What follows belongs to an exercise in optimizing a design on an open flow for small area, a short achievable clock period and few clock cycles; a production flow would make more cautious choices. Where RTL was checked, it was by simulation tests only, not by an equivalence proof against the original. No activity file was given, so power comes from the tool's default toggle rates.

## buddy_block_allocator
module buddy_block_allocator #(
    parameter int MAX_ORDER = 5,
    parameter int ID_WIDTH  = 16
) (
    input  wire         i_clk,
    input  wire         i_rst_n,
    input  wire         i_cfg_wr_en,
    input  wire [2:0]   i_cfg_wr_data,     
    input  wire         i_s_axis_tvalid,
    output logic        o_s_axis_tready,
    input  wire [31:0]  i_s_axis_tdata,    
    input  wire [0:0]   i_s_axis_tuser,    
    output logic        o_m_axis_tvalid,
    input  wire         i_m_axis_tready,
    output logic [15:0] o_m_axis_tdata,    
    output logic [1:0]  o_m_axis_tuser,    
    output logic        o_m_axis_tlast     
);
For scale: roughly 710 flip-flops, roughly 62 I/O pins, ~27000 sq um of cells after synthesis.
clock: 5.0 ns
lec_check: 0
cap_margin: 20
core_margin: 2
core_utilization: 40
cts_cluster_diameter: 80
cts_cluster_size: 24
setup_slack_margin: 2.4
slew_margin: 20
standard.sh (not shown) runs the stock make flow with config.mk's settings and CLKGATE_MAP_FILE= SYNTH_SCRIPT=/design/flow/synth_recipe.tcl, a recipe that flattens the netlist after the stock synthesis.
==> flow/flow/run.sh <==
#!/bin/bash
set -euo pipefail
export BUFFER_PORTS_ARGS="-buffer_cell sky130_fd_sc_hd__buf_2"
bash standard.sh > flow_make.log 2>&1
Testbench counts at the start, summed over its fixed seeds: cycles 2,690.
Change:
--- a/flow/design.v
+++ b/flow/design.v
@@ -37,20 +37,21 @@
     logic [5:1]          r_pend;           
     logic [5:0]          r_free;           
     logic [5:0]          r_pair;           
     logic                r_cv;
     logic                r_cfunc;
     logic [ID_WIDTH-1:0] r_cid;
     logic                r_cidnz;
     logic [5:0]          r_cge;            
     logic                r_qact;
     logic [NS-1:0]       r_qh;             
+    logic [15:0]         r_qv;             
     logic [5:0]          r_qe2;            
     logic                r_qlast;          
     logic                r_ready;          
     logic                r_av;
     logic [1:0]          r_akind;
     logic [15:0]         r_avalue;
     logic                r_alast;
     logic                r_bv;
     logic [1:0]          r_bkind;
     logic [15:0]         r_bvalue;
@@ -150,20 +151,32 @@
         logic [5:0] w_from;
         for (genvar l = 0; l < 6; l++) begin : g_l
             if (s >= (1 << l) && (s % (1 << l)) == 0) begin : g_y
                 assign w_from[l] = r_qh[s - (1 << l)] & w_qstep[l];
             end else begin : g_n
                 assign w_from[l] = 1'b0;
             end
         end
         assign w_qnext[s] = |w_from;
     end
+    logic [5:0]    w_za;
+    logic [5:0]    w_zstep;
+    logic [NS-1:0] w_znext;
+    assign w_za[0] = 1'b1;
+    for (genvar l = 1; l < 6; l++) begin : g_za
+        assign w_za[l] = w_lvl_ok[l] & !r_split[1 << (5 - l)];
+    end
+    assign w_zstep = w_za & ~{1'b0, w_za[5:1]};
+    always_comb begin
+        w_znext = '0;
+        for (int l = 0; l < 5; l++) w_znext[1 << l] = w_zstep[l];
+    end
     logic [NS-1:0] w_qsel;
     logic [15:0]   w_qowner;
     assign w_qsel = r_qh & r_used;
     always_comb begin
         w_qowner = '0;
         for (int s = 0; s < NS; s++) begin
             w_qowner = w_qowner | (r_owner[s] & {16{w_qsel[s]}});
         end
     end
     logic [5:0] w_count;
@@ -233,21 +246,21 @@
         if (!r_cfunc) begin
             w_rkind  = w_found ? bba_pkg::KIND_ALLOC : bba_pkg::KIND_FAIL;
             w_rvalue = '0;
             w_rlast  = 1'b1;
         end else if (!r_qact) begin
             w_rkind  = bba_pkg::KIND_COUNT;
             w_rvalue = 16'(w_count);
             w_rlast  = 1'b0;
         end else begin
             w_rkind  = bba_pkg::KIND_ENTRY;
-            w_rvalue = w_qowner;
+            w_rvalue = r_qv;
             w_rlast  = r_qlast;
         end
     end
     logic [15:0] w_size;
     assign w_size = i_s_axis_tdata[31:16];
     always_ff @(posedge i_clk) begin
         if (r_bv) begin
             if (w_pop) begin
                 r_akind  <= r_bkind;
                 r_avalue <= r_bvalue;
@@ -266,24 +279,26 @@
     end
     always_ff @(posedge i_clk) begin
         r_qlast <= n_qlast;
         if (w_ready) begin
             r_cfunc <= i_s_axis_tuser[0];
             r_cid   <= i_s_axis_tdata[15:0];
             r_cidnz <= |i_s_axis_tdata[15:0];
             for (int l = 0; l < 6; l++) r_cge[l] <= (w_size <= 16'(1 << l));
         end
         if (w_qcnt) begin
-            r_qh    <= NS'(1);
+            r_qh    <= w_znext;
+            r_qv    <= r_used[0] ? r_owner[0] : '0;
             r_qe2   <= 6'd2;
         end else if (w_qent) begin
             r_qh    <= w_qnext;
+            r_qv    <= w_qowner;
             r_qe2   <= r_qe2 + 6'd1;
         end
     end
     always_ff @(posedge i_clk) begin
         if (!i_rst_n || i_cfg_wr_en) begin
             for (int l = 0; l < 6; l++)
                 r_lvlok[l] <= !i_rst_n || (i_cfg_wr_data >= 3'(l));
             r_split <= '0;
             r_used  <= '0;
             r_count <= 6'd1;
Maximum frequency came out lower slightly.
Synthesized cell count climbs by a few percent.
Wire length increases slightly.
First-iteration DRC count went up by about a fifth.
Combinational power is about the same.
Via count climbs by a few percent.
Cell area came out higher slightly.
Testbench counts after the change, summed over its fixed seeds: cycles 2,690.

========
## job 6090
Starting RTL as in the previous note.
Settings: LEC_CHECK=0, CAP_MARGIN=20, CORE_MARGIN=2, CORE_UTILIZATION=40, CTS_CLUSTER_DIAMETER=100, CTS_CLUSTER_SIZE=30, SETUP_SLACK_MARGIN=2.4, SLEW_MARGIN=20; clock period 5.0 ns.
run.sh (not shown) runs the stock make flow with config.mk's settings and CLKGATE_MAP_FILE= SYNTH_SCRIPT=/design/flow/synth_recipe.tcl, a recipe that flattens the netlist after the stock synthesis.
Stock flow here: none of the scripts above is used.
Job 6090: all stages complete, timing, DRC and antenna checks passed
Testbench counts of job 6090, summed over its fixed seeds: cycles 2,690.
[inputs] job 8381 vs job 6090
--- a/flow/design.v
+++ b/flow/design.v
@@ -300,15 +300,15 @@
                 r_split <= r_split | w_set;
                 r_used  <= r_used | (w_sel & {NS{r_cidnz}});
             end
         end
     end
     always_ff @(posedge i_clk) begin
         for (int s = 0; s < NS; s++) begin
-            if (!r_used[s]) r_owner[s] <= r_cid;
+            if (w_sel[s]) r_owner[s] <= r_cid;
         end
     end
     assign o_m_axis_tvalid = r_av;
     assign o_m_axis_tdata  = r_avalue;
     assign o_m_axis_tuser  = r_akind;
     assign o_m_axis_tlast  = r_alast;
 endmodule
Findings:
- Job 8381 finished all stages; the layout is clean.
- Job 6090 completed; timing, DRC and antenna clean
- Maximum number of pins on one net before global-route repair of job 8381 exceeds that of job 6090 by more than a quarter.
- Of the two candidates, job 6090 has the better total wirelength of the detailed-routed design and job 8381 the worse one.
- Count of sequential standard cells came out exactly the same in job 8381 and job 6090.
- Going from job 6090 to job 8381, detailed-route via count shows an increase of about 3.3%, cell area shows an increase of about 4%.
- Power for job 8381: 3.0% down relative to job 6090
- Power share of the combinational group was higher in job 8381 than in job 6090.
For job 8381, only the layout was checked, not whether the RTL still works.

========
== alpha ==
The RTL this note starts from:
==> flow/design.v <==
`default_nettype none
package bba_pkg;
    localparam int SIZE_W  = 16;   
    localparam int VALUE_W = 16;   
    localparam int ORDER_W = 3;    
    localparam logic [1:0] KIND_ALLOC = 2'd0;
    localparam logic [1:0] KIND_FAIL  = 2'd1;
    localparam logic [1:0] KIND_COUNT = 2'd2;
    localparam logic [1:0] KIND_ENTRY = 2'd3;
endpackage
`default_nettype wire
`default_nettype none
module buddy_block_allocator #(
    parameter int MAX_ORDER = 5,
    parameter int ID_WIDTH  = 16
) (
    input  wire         i_clk,
    input  wire         i_rst_n,
    input  wire         i_cfg_wr_en,
    input  wire [2:0]   i_cfg_wr_data,     
    input  wire         i_s_axis_tvalid,
    output logic        o_s_axis_tready,
    input  wire [31:0]  i_s_axis_tdata,    
    input  wire [0:0]   i_s_axis_tuser,    
    output logic        o_m_axis_tvalid,
    input  wire         i_m_axis_tready,
    output logic [15:0] o_m_axis_tdata,    
    output logic [1:0]  o_m_axis_tuser,    
    output logic        o_m_axis_tlast     
);
    localparam int NS = 32;                
    logic [5:0]          r_lvlok;          
    logic [31:1]         r_split;          
    logic [NS-1:0]       r_used;           
    logic [ID_WIDTH-1:0] r_owner [NS];     
    logic [5:0]          r_count;          
    logic [5:1]          r_pend;           
    logic                r_cv;
    logic                r_cfunc;
    logic [ID_WIDTH-1:0] r_cid;
    logic                r_cidnz;
    logic [5:0]          r_cge;            
    logic                r_qact;
    logic [4:0]          r_qslot;
    logic [5:0]          r_qe2;            
    logic                r_qlast;          
    logic                r_ready;          
    logic                r_av;
    logic [1:0]          r_akind;
    logic [15:0]         r_avalue;
    logic                r_alast;
    logic                r_bv;
    logic [1:0]          r_bkind;
    logic [15:0]         r_bvalue;
    logic                r_blast;
    logic [5:0]    w_lvl_ok;               
    logic [63:1]   w_exists;
    logic [63:1]   w_fit;
    logic [NS-1:0] w_cand;
    logic [63:1]   w_any;                  
    logic [NS-1:0] w_before;
    logic [NS-1:0] w_sel;
    logic [31:1]   w_set;
    logic [5:1]    w_lvl_set;
    logic          w_found;
    logic [5:0]    w_root;                 
    assign w_lvl_ok = r_lvlok;
    assign w_root   = r_lvlok & ~{1'b0, r_lvlok[5:1]};
    for (genvar l = 0; l < 6; l++) begin : g_lvl
        for (genvar j = 0; j < (1 << (5 - l)); j++) begin : g_node
            localparam int N = (1 << (5 - l)) + j;
            localparam int S = j << l;
            if (N > 1) begin : g_par
                assign w_exists[N] = r_split[N >> 1] | ((j == 0) ? w_root[l] : 1'b0);
            end else begin : g_root
                assign w_exists[N] = w_root[l];
            end
            if (N < 32) begin : g_inner
                assign w_fit[N] = w_exists[N] & !r_split[N] & !r_used[S] & r_cge[l];
                assign w_any[N] = w_any[2*N] | w_any[2*N+1];
            end else begin : g_leaf
                assign w_fit[N] = w_exists[N] & !r_used[S] & r_cge[l];
                assign w_any[N] = w_cand[j];
            end
        end
    end
    for (genvar s = 0; s < NS; s++) begin : g_cand
        localparam int TZ = (s == 0) ? 5 : (s % 2 != 0) ? 0 : (s % 4 != 0) ? 1 :
                            (s % 8 != 0) ? 2 : (s % 16 != 0) ? 3 : 4;
        logic [5:0] w_at;
        logic [4:0] w_left;
        for (genvar l = 0; l < 6; l++) begin : g_at
            if (l <= TZ) begin : g_y
                assign w_at[l] = w_fit[(1 << (5 - l)) + (s >> l)];
            end else begin : g_n
                assign w_at[l] = 1'b0;
            end
        end
        for (genvar l = 0; l < 5; l++) begin : g_left
            if ((s >> l) % 2 == 1) begin : g_y
                assign w_left[l] = w_any[(1 << (5 - l)) + (s >> l) - 1];
            end else begin : g_n
                assign w_left[l] = 1'b0;
            end
        end
        assign w_cand[s]   = |w_at;
        assign w_before[s] = |w_left;
    end
    assign w_sel   = w_cand & ~w_before;
    assign w_found = w_any[1];
    for (genvar l = 1; l < 6; l++) begin : g_set
        logic [(1 << (5 - l))-1:0] w_lany;
        for (genvar j = 0; j < (1 << (5 - l)); j++) begin : g_node
            localparam int N = (1 << (5 - l)) + j;
            assign w_set[N]  = w_sel[j << l] & !r_split[N] & w_lvl_ok[l] & r_cge[l-1];
            assign w_lany[j] = w_set[N];
        end
        assign w_lvl_set[l] = |w_lany;
    end
    logic [NS-1:0] w_qdec;                 
    logic [5:0]    w_qa;                   
    logic [4:0]    w_qcarry;
    logic [4:0]    w_qnext;
    for (genvar s = 0; s < NS; s++) begin : g_qdec
        assign w_qdec[s] = (r_qslot == 5'(s));
    end
    for (genvar l = 1; l < 6; l++) begin : g_qa
        logic [(1 << (5 - l))-1:0] w_hit;
        for (genvar j = 0; j < (1 << (5 - l)); j++) begin : g_node
            assign w_hit[j] = w_qdec[j << l] & !r_split[(1 << (5 - l)) + j];
        end
        assign w_qa[l] = w_lvl_ok[l] & (|w_hit);
    end
    assign w_qa[0] = 1'b1;
    always_comb begin
        for (int b = 0; b < 5; b++) begin
            w_qcarry[b] = 1'b1;
            for (int i = 0; i < b; i++) w_qcarry[b] = w_qcarry[b] & (r_qslot[i] | w_qa[i+1]);
            w_qnext[b] = !w_qa[b+1] & (r_qslot[b] ^ w_qcarry[b]);
        end
    end
    logic [15:0] w_qowner;
    always_comb begin
        w_qowner = '0;
        for (int s = 0; s < NS; s++) begin
            w_qowner = w_qowner | (r_owner[s] & {16{w_qdec[s] & r_used[s]}});
        end
    end
    logic [5:0] w_count;
    always_comb begin
        w_qa[0] = 1'b1;
        for (int l = 1; l < 6; l++) begin
            w_qa[l] = ((r_qslot & 5'((1 << l) - 1)) == '0) & w_lvl_ok[l]
                    & !r_split[(1 << (5 - l)) + (r_qslot >> l)];
        end
        for (int b = 0; b < 5; b++) begin
            w_qcarry[b] = 1'b1;
            for (int i = 0; i < b; i++) w_qcarry[b] = w_qcarry[b] & (r_qslot[i] | w_qa[i+1]);
            w_qnext[b] = !w_qa[b+1] & (r_qslot[b] ^ w_qcarry[b]);
        end
    end
    logic [5:0] w_krun;                    
    logic [5:0] w_k;                       
    always_comb begin
        w_krun[0] = 1'b1;
        for (int m = 1; m < 6; m++) begin
            w_krun[m] = 1'b0;
            for (int l = 1; l + m - 1 < 6; l++) w_krun[m] = w_krun[m] | (r_pend[l] & r_pend[l+m-1]);
        end
        for (int m = 0; m < 6; m++) w_k[m] = w_krun[m] & ((m == 5) ? 1'b1 : !w_krun[m+1]);
        w_count = '0;
        for (int m = 0; m < 6; m++) w_count = w_count | ({6{w_k[m]}} & (r_count + 6'(m)));
    end
    logic w_one;
    always_comb begin
        w_one = 1'b1;
        for (int l = 1; l < 6; l++) w_one = w_one & !(w_root[l] & r_split[1 << (5 - l)]);
    end
    logic w_go;         
    logic w_alloc;      
    logic w_qcnt;       
    logic w_qent;       
    logic w_done;       
    logic w_pop;        
    assign w_go    = r_cv && !r_bv;
    assign w_alloc = w_go && !r_cfunc;
    assign w_qcnt  = w_go && r_cfunc && !r_qact;
    assign w_qent  = w_go && r_cfunc && r_qact;
    assign w_done  = w_alloc || (w_qent && r_qlast);
    assign w_pop   = r_av && i_m_axis_tready;
    logic       w_ready;
    logic       n_cv;
    logic       n_cfunc;
    logic       n_qact;
    logic       n_av;
    logic       n_bv;
    logic       n_qlast;
    assign w_ready = !r_cv || w_done;
    assign n_cv    = w_ready ? i_s_axis_tvalid : r_cv;
    assign n_cfunc = w_ready ? i_s_axis_tuser[0] : r_cfunc;
    assign n_qact  = w_qcnt || (r_qact && !w_done);
    assign n_bv    = r_bv ? !w_pop : (w_go && r_av && !w_pop);
    assign n_av    = r_bv || w_go || (r_av && !w_pop);
    assign n_qlast = w_qcnt ? w_one : w_qent ? (r_qe2 == r_count) : r_qlast;
    always_ff @(posedge i_clk) begin
        if (!i_rst_n) begin
            r_cv    <= 1'b0;
            r_qact  <= 1'b0;
            r_av    <= 1'b0;
            r_bv    <= 1'b0;
            r_ready <= 1'b1;
        end else begin
            r_cv    <= n_cv;
            r_qact  <= n_qact;
            r_av    <= n_av;
            r_bv    <= n_bv;
            r_ready <= !n_cv || (!n_bv && (!n_cfunc || (n_qact && n_qlast)));
        end
    end
    assign o_s_axis_tready = r_ready;
    logic [1:0]  w_rkind;
    logic [15:0] w_rvalue;
    logic        w_rlast;
    always_comb begin
        if (!r_cfunc) begin
            w_rkind  = w_found ? bba_pkg::KIND_ALLOC : bba_pkg::KIND_FAIL;
            w_rvalue = '0;
            w_rlast  = 1'b1;
        end else if (!r_qact) begin
            w_rkind  = bba_pkg::KIND_COUNT;
            w_rvalue = 16'(w_count);
            w_rlast  = 1'b0;
        end else begin
            w_rkind  = bba_pkg::KIND_ENTRY;
            w_rvalue = w_qowner;
            w_rlast  = r_qlast;
        end
    end
    logic [15:0] w_size;
    assign w_size = i_s_axis_tdata[31:16];
    always_ff @(posedge i_clk) begin
        if (r_bv) begin
            if (w_pop) begin
                r_akind  <= r_bkind;
                r_avalue <= r_bvalue;
                r_alast  <= r_blast;
            end
        end else if (w_go && (!r_av || w_pop)) begin
            r_akind  <= w_rkind;
            r_avalue <= w_rvalue;
            r_alast  <= w_rlast;
        end
        if (!r_bv && w_go) begin
            r_bkind  <= w_rkind;
            r_bvalue <= w_rvalue;
            r_blast  <= w_rlast;
        end
    end
    always_ff @(posedge i_clk) begin
        r_qlast <= n_qlast;
        if (w_ready) begin
            r_cfunc <= i_s_axis_tuser[0];
            r_cid   <= i_s_axis_tdata[15:0];
            r_cidnz <= |i_s_axis_tdata[15:0];
            for (int l = 0; l < 6; l++) r_cge[l] <= (w_size <= 16'(1 << l));
        end
        if (w_qcnt) begin
            r_qslot <= '0;
            r_qe2   <= 6'd2;
        end else if (w_qent) begin
            r_qslot <= w_qnext;
            r_qe2   <= r_qe2 + 6'd1;
        end
    end
    always_ff @(posedge i_clk) begin
        if (!i_rst_n || i_cfg_wr_en) begin
            for (int l = 0; l < 6; l++)
                r_lvlok[l] <= !i_rst_n || (i_cfg_wr_data >= 3'(l));
            r_split <= '0;
            r_used  <= '0;
            r_count <= 6'd1;
            r_pend  <= '0;
        end else begin
            r_count <= w_count;
            r_pend  <= w_alloc ? w_lvl_set : '0;
            if (w_alloc) begin
                r_split <= r_split | w_set;
                r_used  <= r_used | (w_sel & {NS{r_cidnz}});
            end
        end
    end
    always_ff @(posedge i_clk) begin
        for (int s = 0; s < NS; s++) begin
            if (w_sel[s]) r_owner[s] <= r_cid;
        end
    end
    assign o_m_axis_tvalid = r_av;
    assign o_m_axis_tdata  = r_avalue;
    assign o_m_axis_tuser  = r_akind;
    assign o_m_axis_tlast  = r_alast;
endmodule
`default_nettype wire
clock: 5.0 ns
lec_check: 0
cap_margin: 20
core_margin: 2
core_utilization: 40
setup_slack_margin: 2.0
slew_margin: 20
The following lists how beta was set up differently from alpha:
--- a/flow/design.v
+++ b/flow/design.v
@@ -43,5 +43,5 @@
     logic                r_qact;
     logic [4:0]          r_qslot;
-    logic [5:0]          r_qe2;            
+    logic [4:0]          r_qrem;           
     logic                r_qlast;          
     logic                r_ready;          
@@ -147,4 +147,5 @@
         end
     end
+    logic [2:0] w_pendcnt;
     logic [5:0] w_count;
     always_comb begin
@@ -160,21 +161,7 @@
         end
     end
-    logic [5:0] w_krun;                    
-    logic [5:0] w_k;                       
-    always_comb begin
-        w_krun[0] = 1'b1;
-        for (int m = 1; m < 6; m++) begin
-            w_krun[m] = 1'b0;
-            for (int l = 1; l + m - 1 < 6; l++) w_krun[m] = w_krun[m] | (r_pend[l] & r_pend[l+m-1]);
-        end
-        for (int m = 0; m < 6; m++) w_k[m] = w_krun[m] & ((m == 5) ? 1'b1 : !w_krun[m+1]);
-        w_count = '0;
-        for (int m = 0; m < 6; m++) w_count = w_count | ({6{w_k[m]}} & (r_count + 6'(m)));
-    end
-    logic w_one;
-    always_comb begin
-        w_one = 1'b1;
-        for (int l = 1; l < 6; l++) w_one = w_one & !(w_root[l] & r_split[1 << (5 - l)]);
-    end
+    assign w_pendcnt = 3'(r_pend[1]) + 3'(r_pend[2]) + 3'(r_pend[3])
+                     + 3'(r_pend[4]) + 3'(r_pend[5]);
+    assign w_count   = r_count + 6'(w_pendcnt);
     logic w_go;         
     logic w_alloc;      
@@ -195,4 +182,5 @@
     logic       n_av;
     logic       n_bv;
+    logic [4:0] n_qrem;
     logic       n_qlast;
     assign w_ready = !r_cv || w_done;
@@ -202,5 +190,6 @@
     assign n_bv    = r_bv ? !w_pop : (w_go && r_av && !w_pop);
     assign n_av    = r_bv || w_go || (r_av && !w_pop);
-    assign n_qlast = w_qcnt ? w_one : w_qent ? (r_qe2 == r_count) : r_qlast;
+    assign n_qrem  = w_qcnt ? 5'(w_count - 6'd1) : w_qent ? r_qrem - 5'd1 : r_qrem;
+    assign n_qlast = w_qcnt ? (w_count == 6'd1) : w_qent ? (r_qrem == 5'd1) : r_qlast;
     always_ff @(posedge i_clk) begin
         if (!i_rst_n) begin
@@ -258,4 +247,5 @@
     end
     always_ff @(posedge i_clk) begin
+        r_qrem  <= n_qrem;
         r_qlast <= n_qlast;
         if (w_ready) begin
@@ -267,8 +257,6 @@
         if (w_qcnt) begin
             r_qslot <= '0;
-            r_qe2   <= 6'd2;
         end else if (w_qent) begin
             r_qslot <= w_qnext;
-            r_qe2   <= r_qe2 + 6'd1;
         end
     end
--- outcome ---
beta finished all stages; the layout is clean. Power density over the cells delta for beta relative to alpha: about 3% higher. Per the comparison of beta with alpha, met1 demand-to-capacity share in global routing saw a decrease, leakage power saw a decrease, final HPWL from detailed placement saw a decrease. Summary — count of clock buffers in the final design, beta relative to alpha: lower, by 12%. Area of the mapped netlist (beta vs. alpha) decreases by a few percent. beta has cell total after placement below what alpha had. Delta (beta minus alpha): via count lower, cell area after placement lower. When beta is set beside alpha, its pin count of the biggest net entering global routing turns out to be 16 smaller. | overall routing resource usage | beta vs alpha | 0.81 points lower |.
Function was not checked in any run of this note: the RTL went through the layout flow alone.

## static timing again, ports no longer ideal
Ports are ideal in the flow. The routed layouts listed here were re-timed in OpenROAD. Step 1 sets driving cells, clkbuf_16 on the clock port and buf_2 on the other inputs (assumed; they add their load-dependent delay and slew). Step 2 adds t to the input delays and takes it off the output delays; t is the mean of the earliest and latest rising clock arrival at the registers after step 1. Input paths then give back, and output paths get back, about the clock's delay inside the block. Three values: ideal ports, drivers, drivers and shift; two values: the first two.
run | t (ns) | setup WS [ns] | hold slack, ns | worst setup path at the end | clock arrival spread, ns
the first run of note 1 | 0.664 | 2.399 / 2.399 / 2.047 | 0.466 / 0.466 / 0.466 | input to register | 0.036 / 0.036
the second run of note 1 | 0.656 | 2.386 / 2.386 / 2.253 | 0.462 / 0.462 / 0.462 | input to register | 0.039 / 0.040
job 6090 | 0.694 | 2.391 / 2.391 / 1.985 | 0.478 / 0.478 / 0.478 | input to register | 0.038 / 0.039
job 8381 | 0.687 | 2.373 / 2.373 / 1.908 | 0.482 / 0.482 / 0.482 | input to register | 0.026 / 0.026
alpha | 0.675 | 1.913 / 1.913 / 1.583 | 0.504 / 0.504 / 0.504 | input to register | 0.028 / 0.028
beta | 0.665 | 1.859 / 1.859 / 1.602 | 0.509 / 0.509 / 0.509 | input to register | 0.045 / 0.045
After both steps setup and hold are still met in every run listed. The setup slack of job 8381, which loses most, moves by 0.000 ns with the drivers and by -0.465 ns with both steps.
